From an optimization exercise on the open Yosys and OpenROAD flow, aimed at small area; shortcuts taken in it are not production practice.
In this exercise RTL edits were held to simulation tests only and were not proved equivalent to the original.
Power figures rest on the tool's default switching activity, not on a simulated workload.

// operand_fetch_rf
module operand_fetch_rf
#(
    parameter  int unsigned XLEN          = rf_pkg::XLEN_DEF,
    parameter  int unsigned NREGS         = rf_pkg::NREGS_DEF,
    parameter  int unsigned NREAD         = 3,
    parameter  int unsigned NWRITE        = 2,
    parameter  int unsigned HARDWIRE_ZERO = 1,
    localparam int unsigned AW            = $clog2(NREGS)
) (
    input  logic                     clk,
    input  logic                     reset,
    input  logic                     halt,
    input  logic                     dec_valid,
    input  logic [NREAD*AW-1:0]      rs_addr,
    input  logic [NREAD-1:0]         rs_used,
    input  logic [NREAD*2-1:0]       fwd_sel,
    input  logic [XLEN-1:0]          fwd_alu,
    input  logic [XLEN-1:0]          fwd_mem,
    input  logic                     rd_issue,
    input  logic [AW-1:0]            rd_addr,
    input  logic [NWRITE-1:0]        wb_en,
    input  logic [NWRITE*AW-1:0]     wb_addr,
    input  logic [NWRITE*XLEN-1:0]   wb_data,
    output logic                     stall,
    output logic                     op_valid,
    output logic [NREAD*XLEN-1:0]    op_data,
    output logic [NREGS-1:0]         busy
);
Settings: LEC_CHECK=0, CAP_MARGIN=20, CORE_MARGIN=2, CORE_UTILIZATION=25, PLACE_DENSITY=0.4, SLEW_MARGIN=20, SYNTH_HIERARCHICAL=1, SYNTH_MINIMUM_KEEP_SIZE=0; clock period 7.0 ns.
standard.sh (not shown) runs the stock make flow with config.mk's settings and CLKGATE_MAP_FILE= SYNTH_SCRIPT=/design/flow/synth_recipe.tcl, a recipe that flattens the netlist after the stock synthesis.
==> flow/flow/run.sh <==
#!/bin/bash
# Layout flow: the standard flow (standard.sh, unchanged synthesis,
# floorplan, power grid, placement, routing) with two settings that ORFS
# reads from the environment:
#   * port buffers are the smallest buffer, buf_1, instead of the default
#     delay buffer (every input and output port still gets one);
#   * clock tree: clkbuf_8 only, sink clusters of at most 15 flip-flops
#     within 60 um, no dummy balancing loads;
#   * after synthesis (the unchanged standard synthesis), flow/downsize.tcl
#     gives each combinational cell the smallest drive of its family; the
#     placement and timing repairs size cells up again where needed.
# The whole make output goes to standard.log; each ORFS step also keeps its
# own log under orfs/logs/.
set -euo pipefail
export BUFFER_PORTS_ARGS="-buffer_cell sky130_fd_sc_hd__buf_1"
export CTS_ARGS="-sink_clustering_enable -repair_clock_nets -buf_list sky130_fd_sc_hd__clkbuf_8 -dont_use_dummy_load -sink_clustering_size 15 -sink_clustering_max_diameter 60"
export POST_SYNTH_TCL="$PWD/flow/downsize.tcl"
bash standard.sh > standard.log 2>&1
==> flow/flow/downsize.tcl <==
# Post-synthesis hook (POST_SYNTH_TCL): give every combinational cell the
# smallest drive strength of its own family (same function and pins, for
# example a22oi_2 -> a22oi_1). Flip-flops, latches, clock cells, tie cells
# and don't-use cells are left alone. Placement's repair_design and the
# timing repairs size cells back up where loads or timing need it.
set ds_dont_use [split $::env(DONT_USE_CELLS)]
set ds_block [ord::get_db_block]
set ds_db [ord::get_db]
array set ds_best {}
foreach ds_lib [$ds_db getLibs] {
  foreach ds_m [$ds_lib getMasters] {
    set ds_n [$ds_m getName]
    if {![regexp {^(sky130_fd_sc_hd__[a-z0-9]+)_(\d+)$} $ds_n -> ds_fam ds_sz]} continue
    if {[lsearch -exact $ds_dont_use $ds_n] >= 0} continue
    set ds_a [expr {[$ds_m getWidth] * [$ds_m getHeight]}]
    if {![info exists ds_best($ds_fam)] || $ds_a < [lindex $ds_best($ds_fam) 1]} {
      set ds_best($ds_fam) [list $ds_n $ds_a]
    }
  }
}
set ds_count 0
foreach ds_inst [$ds_block getInsts] {
  set ds_n [[$ds_inst getMaster] getName]
  if {![regexp {^(sky130_fd_sc_hd__([a-z0-9]+))_(\d+)$} $ds_n -> ds_fam ds_base ds_sz]} continue
  if {[regexp {^(df|edf|sdf|sedf|dl|clk|conb|lpflow|probe|tap|fill|decap|buf|bufinv|bufbuf|einv|ebuf|macro)} $ds_base]} continue
  if {![info exists ds_best($ds_fam)]} continue
  set ds_to [lindex $ds_best($ds_fam) 0]
  if {$ds_to eq $ds_n} continue
  replace_cell [$ds_inst getName] $ds_to
  incr ds_count
}
puts "downsize: resized $ds_count instances to the smallest drive of their family"
Rerun with:
==> flow/flow/run.sh (replaced) <==
#!/bin/bash
# Layout flow: the standard flow (standard.sh, unchanged synthesis,
# floorplan, power grid, placement, routing) with two settings that ORFS
# reads from the environment:
#   * port buffers are the smallest buffer, buf_1, instead of the default
#     delay buffer (every input and output port still gets one);
#   * clock tree: clkbuf_8 only, sink clusters of at most 15 flip-flops
#     within 60 um, no dummy balancing loads.
# The whole make output goes to standard.log; each ORFS step also keeps its
# own log under orfs/logs/.
set -euo pipefail
export BUFFER_PORTS_ARGS="-buffer_cell sky130_fd_sc_hd__buf_1"
export CTS_ARGS="-sink_clustering_enable -repair_clock_nets -buf_list sky130_fd_sc_hd__clkbuf_8 -dont_use_dummy_load -sink_clustering_size 15 -sink_clustering_max_diameter 60"
bash standard.sh > standard.log 2>&1
removed: flow/flow/downsize.tcl
Outcome:
- The changed run completed without violations
- power rose by 3.1%
- final area rose by 12%
- global-route usage fell by 2.3 points

The RTL this note starts from:
==> flow/design.v <==
package rf_pkg;
    localparam int unsigned XLEN_DEF   = 32;
    localparam int unsigned NREGS_DEF  = 32;
    localparam int unsigned MAX_WPORTS = 8;
    typedef enum logic [1:0] {
        FWD_RF  = 2'b00,
        FWD_MEM = 2'b01,
        FWD_ALU = 2'b10
    } fwd_sel_e;
    function automatic int highest_set(input logic [MAX_WPORTS-1:0] v);
        int idx;
        idx = -1;
        for (int unsigned k = 0; k < MAX_WPORTS; k++) begin
            if (v[k]) idx = k;
        end
        highest_set = idx;
    endfunction
endpackage
module rf_scoreboard
#(
    parameter  int unsigned NREGS         = rf_pkg::NREGS_DEF,
    parameter  int unsigned NREAD         = 3,
    parameter  int unsigned NWRITE        = 2,
    parameter  int unsigned HARDWIRE_ZERO = 1,
    localparam int unsigned AW            = $clog2(NREGS)
) (
    input  logic                   clk,
    input  logic                   reset,
    input  logic                   i_halt,
    input  logic                   i_dec_valid,
    input  logic [NREAD*AW-1:0]    i_rs_addr,
    input  logic [NREAD-1:0]       i_rs_used,
    input  logic [NREAD*2-1:0]     i_fwd_sel,
    input  logic                   i_rd_issue,
    input  logic [AW-1:0]          i_rd_addr,
    input  logic [NWRITE-1:0]      i_wb_en,
    input  logic [NWRITE*AW-1:0]   i_wb_addr,
    output logic                   o_stall,
    output logic                   o_accept,
    output logic [NREGS-1:0]       o_busy
);
    logic [NREGS-1:0] r_busy;
    logic [NREGS-1:0] w_clr;
    logic [NREGS-1:0] w_set;
    logic [NREGS-1:0] w_busy_next;
    logic [NREAD-1:0] w_raw;
    logic             w_rd_wb_hit;
    logic             w_waw;
    logic             w_rd_zero;
    for (genvar g = 0; g < NREAD; g++) begin : g_raw
        logic [AW-1:0] w_rs;
        logic [1:0]    w_sel;
        logic          w_wb_hit;
        assign w_rs  = i_rs_addr[g*AW +: AW];
        assign w_sel = i_fwd_sel[g*2 +: 2];
        always_comb begin
            w_wb_hit = 1'b0;
            for (int unsigned k = 0; k < NWRITE; k++) begin
                if (i_wb_en[k] && (i_wb_addr[k*AW +: AW] == w_rs)) w_wb_hit = 1'b1;
            end
        end
        assign w_raw[g] = i_dec_valid & i_rs_used[g] & r_busy[w_rs]
                        & (w_sel != rf_pkg::FWD_MEM) & (w_sel != rf_pkg::FWD_ALU) & ~w_wb_hit;
    end
    always_comb begin
        w_rd_wb_hit = 1'b0;
        for (int unsigned k = 0; k < NWRITE; k++) begin
            if (i_wb_en[k] && (i_wb_addr[k*AW +: AW] == i_rd_addr)) w_rd_wb_hit = 1'b1;
        end
    end
    assign w_waw     = i_dec_valid & i_rd_issue & r_busy[i_rd_addr] & ~w_rd_wb_hit;
    assign o_stall   = (|w_raw) | w_waw;
    assign o_accept  = i_dec_valid & ~o_stall & ~i_halt;
    assign w_rd_zero = (HARDWIRE_ZERO != 0) && (i_rd_addr == '0);
    always_comb begin
        w_clr = '0;
        w_set = '0;
        for (int unsigned k = 0; k < NWRITE; k++) begin
            if (i_wb_en[k]) w_clr[i_wb_addr[k*AW +: AW]] = 1'b1;
        end
        if (o_accept && i_rd_issue && !w_rd_zero) w_set[i_rd_addr] = 1'b1;
        w_busy_next = (r_busy & ~w_clr) | w_set;
    end
    always_ff @(posedge clk) begin
        if (reset) begin
            r_busy <= '0;
        end else if (!i_halt) begin
            r_busy <= w_busy_next;
        end
    end
    assign o_busy = r_busy;
endmodule
module operand_fetch_rf
#(
    parameter  int unsigned XLEN          = rf_pkg::XLEN_DEF,
    parameter  int unsigned NREGS         = rf_pkg::NREGS_DEF,
    parameter  int unsigned NREAD         = 3,
    parameter  int unsigned NWRITE        = 2,
    parameter  int unsigned HARDWIRE_ZERO = 1,
    localparam int unsigned AW            = $clog2(NREGS)
) (
    input  logic                     clk,
    input  logic                     reset,
    input  logic                     halt,
    input  logic                     dec_valid,
    input  logic [NREAD*AW-1:0]      rs_addr,
    input  logic [NREAD-1:0]         rs_used,
    input  logic [NREAD*2-1:0]       fwd_sel,
    input  logic [XLEN-1:0]          fwd_alu,
    input  logic [XLEN-1:0]          fwd_mem,
    input  logic                     rd_issue,
    input  logic [AW-1:0]            rd_addr,
    input  logic [NWRITE-1:0]        wb_en,
    input  logic [NWRITE*AW-1:0]     wb_addr,
    input  logic [NWRITE*XLEN-1:0]   wb_data,
    output logic                     stall,
    output logic                     op_valid,
    output logic [NREAD*XLEN-1:0]    op_data,
    output logic [NREGS-1:0]         busy
);
    logic [XLEN-1:0]       r_rf [NREGS];
    logic                  r_op_valid;
    logic [NREAD*XLEN-1:0] r_op_data;
    logic [NREAD*XLEN-1:0] w_rd_data;
    logic                  w_accept;
    logic                  w_stall;
    logic [NREGS-1:0]      w_busy;
    rf_scoreboard #(
        .NREGS         (NREGS),
        .NREAD         (NREAD),
        .NWRITE        (NWRITE),
        .HARDWIRE_ZERO (HARDWIRE_ZERO)
    ) u_scoreboard (
        .clk         (clk),
        .reset       (reset),
        .i_halt      (halt),
        .i_dec_valid (dec_valid),
        .i_rs_addr   (rs_addr),
        .i_rs_used   (rs_used),
        .i_fwd_sel   (fwd_sel),
        .i_rd_issue  (rd_issue),
        .i_rd_addr   (rd_addr),
        .i_wb_en     (wb_en),
        .i_wb_addr   (wb_addr),
        .o_stall     (w_stall),
        .o_accept    (w_accept),
        .o_busy      (w_busy)
    );
    always_ff @(posedge clk) begin
        if (reset) begin
            for (int unsigned r = 0; r < NREGS; r++) begin
                r_rf[r] <= '0;
            end
        end else if (!halt) begin
            for (int unsigned k = 0; k < NWRITE; k++) begin
                if (wb_en[k] && !((HARDWIRE_ZERO != 0) && (wb_addr[k*AW +: AW] == '0))) begin
                    r_rf[wb_addr[k*AW +: AW]] <= wb_data[k*XLEN +: XLEN];
                end
            end
        end
    end
    for (genvar g = 0; g < NREAD; g++) begin : g_read
        logic [AW-1:0]         w_rs;
        logic [1:0]            w_sel;
        logic [rf_pkg::MAX_WPORTS-1:0] w_hit;
        int                    w_idx;
        logic [XLEN-1:0]       w_val;
        assign w_rs  = rs_addr[g*AW +: AW];
        assign w_sel = fwd_sel[g*2 +: 2];
        always_comb begin
            w_hit = '0;
            for (int unsigned k = 0; k < NWRITE; k++) begin
                if (wb_en[k] && (wb_addr[k*AW +: AW] == w_rs)) w_hit[k] = 1'b1;
            end
        end
        assign w_idx = rf_pkg::highest_set(w_hit);
        always_comb begin
            w_val = r_rf[w_rs];
            if (|w_hit) w_val = wb_data[w_idx*XLEN +: XLEN];
            if (w_sel == rf_pkg::FWD_MEM) begin
                w_val = fwd_mem;
            end else if (w_sel == rf_pkg::FWD_ALU) begin
                w_val = fwd_alu;
            end
            if ((HARDWIRE_ZERO != 0) && (w_rs == '0)) w_val = '0;
        end
        assign w_rd_data[g*XLEN +: XLEN] = w_val;
    end
    always_ff @(posedge clk) begin
        if (reset) begin
            r_op_valid <= 1'b0;
            r_op_data  <= '0;
        end else if (!halt) begin
            r_op_valid <= w_accept;
            if (w_accept) r_op_data <= w_rd_data;
        end
    end
    assign stall    = w_stall;
    assign op_valid = r_op_valid;
    assign op_data  = r_op_data;
    assign busy     = w_busy;
endmodule
Settings: LEC_CHECK=0, CAP_MARGIN=20, CORE_MARGIN=2, CORE_UTILIZATION=25, PLACE_DENSITY=0.4, SLEW_MARGIN=20; clock period 7.0 ns.
run.sh (not shown) runs the stock make flow with config.mk's settings and CLKGATE_MAP_FILE= SYNTH_SCRIPT=/design/flow/synth_recipe.tcl, a recipe that flattens the netlist after the stock synthesis.
Stock flow here: none of the scripts above is used.
==> next run, changes <==
==> flow/flow/run.sh (new file) <==
#!/bin/bash
# Layout flow: the standard flow (standard.sh, unchanged synthesis,
# floorplan, power grid, placement, routing) with two settings that ORFS
# reads from the environment:
#   * port buffers are the smallest buffer, buf_1, instead of the default
#     delay buffer (every input and output port still gets one);
#   * clock tree: clkbuf_8 only, sink clusters of at most 15 flip-flops
#     within 60 um, no dummy balancing loads.
# The whole make output goes to standard.log; each ORFS step also keeps its
# own log under orfs/logs/.
set -euo pipefail
export BUFFER_PORTS_ARGS="-buffer_cell sky130_fd_sc_hd__buf_1"
export CTS_ARGS="-sink_clustering_enable -repair_clock_nets -buf_list sky130_fd_sc_hd__clkbuf_8 -dont_use_dummy_load -sink_clustering_size 15 -sink_clustering_max_diameter 60"
bash standard.sh > standard.log 2>&1
==> flow/standard.sh (new file) <==
#!/bin/bash
# synth_recipe.tcl (not shown) runs the flow's synth.tcl, then flattens the netlist and writes it again
# the make line also repeats each setting of config.mk as NAME=value (left out here)
make -C /OpenROAD-flow-scripts/flow DESIGN_CONFIG=/design/flow/config.mk WORK_HOME=/design/flow/orfs CLKGATE_MAP_FILE= SYNTH_SCRIPT=/design/flow/synth_recipe.tcl "${@:-finish}"
removed: flow/run.sh
What happened:
- design area shrinks by about 5%
- maximum frequency came out higher by about 6.6%
- area after synthesis stays the same
- power went down by about 17%
- via count decreases by about 0.4%
- sequential cell count stays the same
- global-route usage shrinks by 0.12 points
- utilization goes down by 1.5 points

re-timing with driven ports:
How much do the figures lean on ideal ports? The routed layouts below were timed once more, with nothing changed but the port constraints. Step 1 assumes that a clkbuf_16 drives the clock port and a buf_2 every other input. Step 2 moves the port delays by t, midway between the first and last clock arrival at a register: inputs arrive t later, outputs are due t later. That takes back most of the time a late clock gives input paths. Three values: ideal ports, drivers, drivers and shift; two values: the first two.
run | shift t [ns] | slack for setup (ns) | worst setup path after step 2 | clock arrival spread, ns | cell pins on the clock port's net
the first run of note 1 | 1.030 | 0.359 / 0.328 / 0.331 | input to output | 0.130 / 0.131 | 1
the second run of note 1 | 1.013 | 0.174 / 0.074 / 0.399 | input to output | 0.173 / 0.174 | 1
the first run of note 2 | 0.935 | 0.872 / 0.843 / 0.843 | input to output | 0.057 / 0.057 | 1
the second run of note 2 | 1.043 | 1.249 / 1.207 / 1.138 | input to register | 0.114 / 0.114 | 1
After both steps every run listed still meets setup and hold. The setup slack of the second run of note 2, which loses most, moves by -0.042 ns with the drivers and by -0.111 ns with both steps.
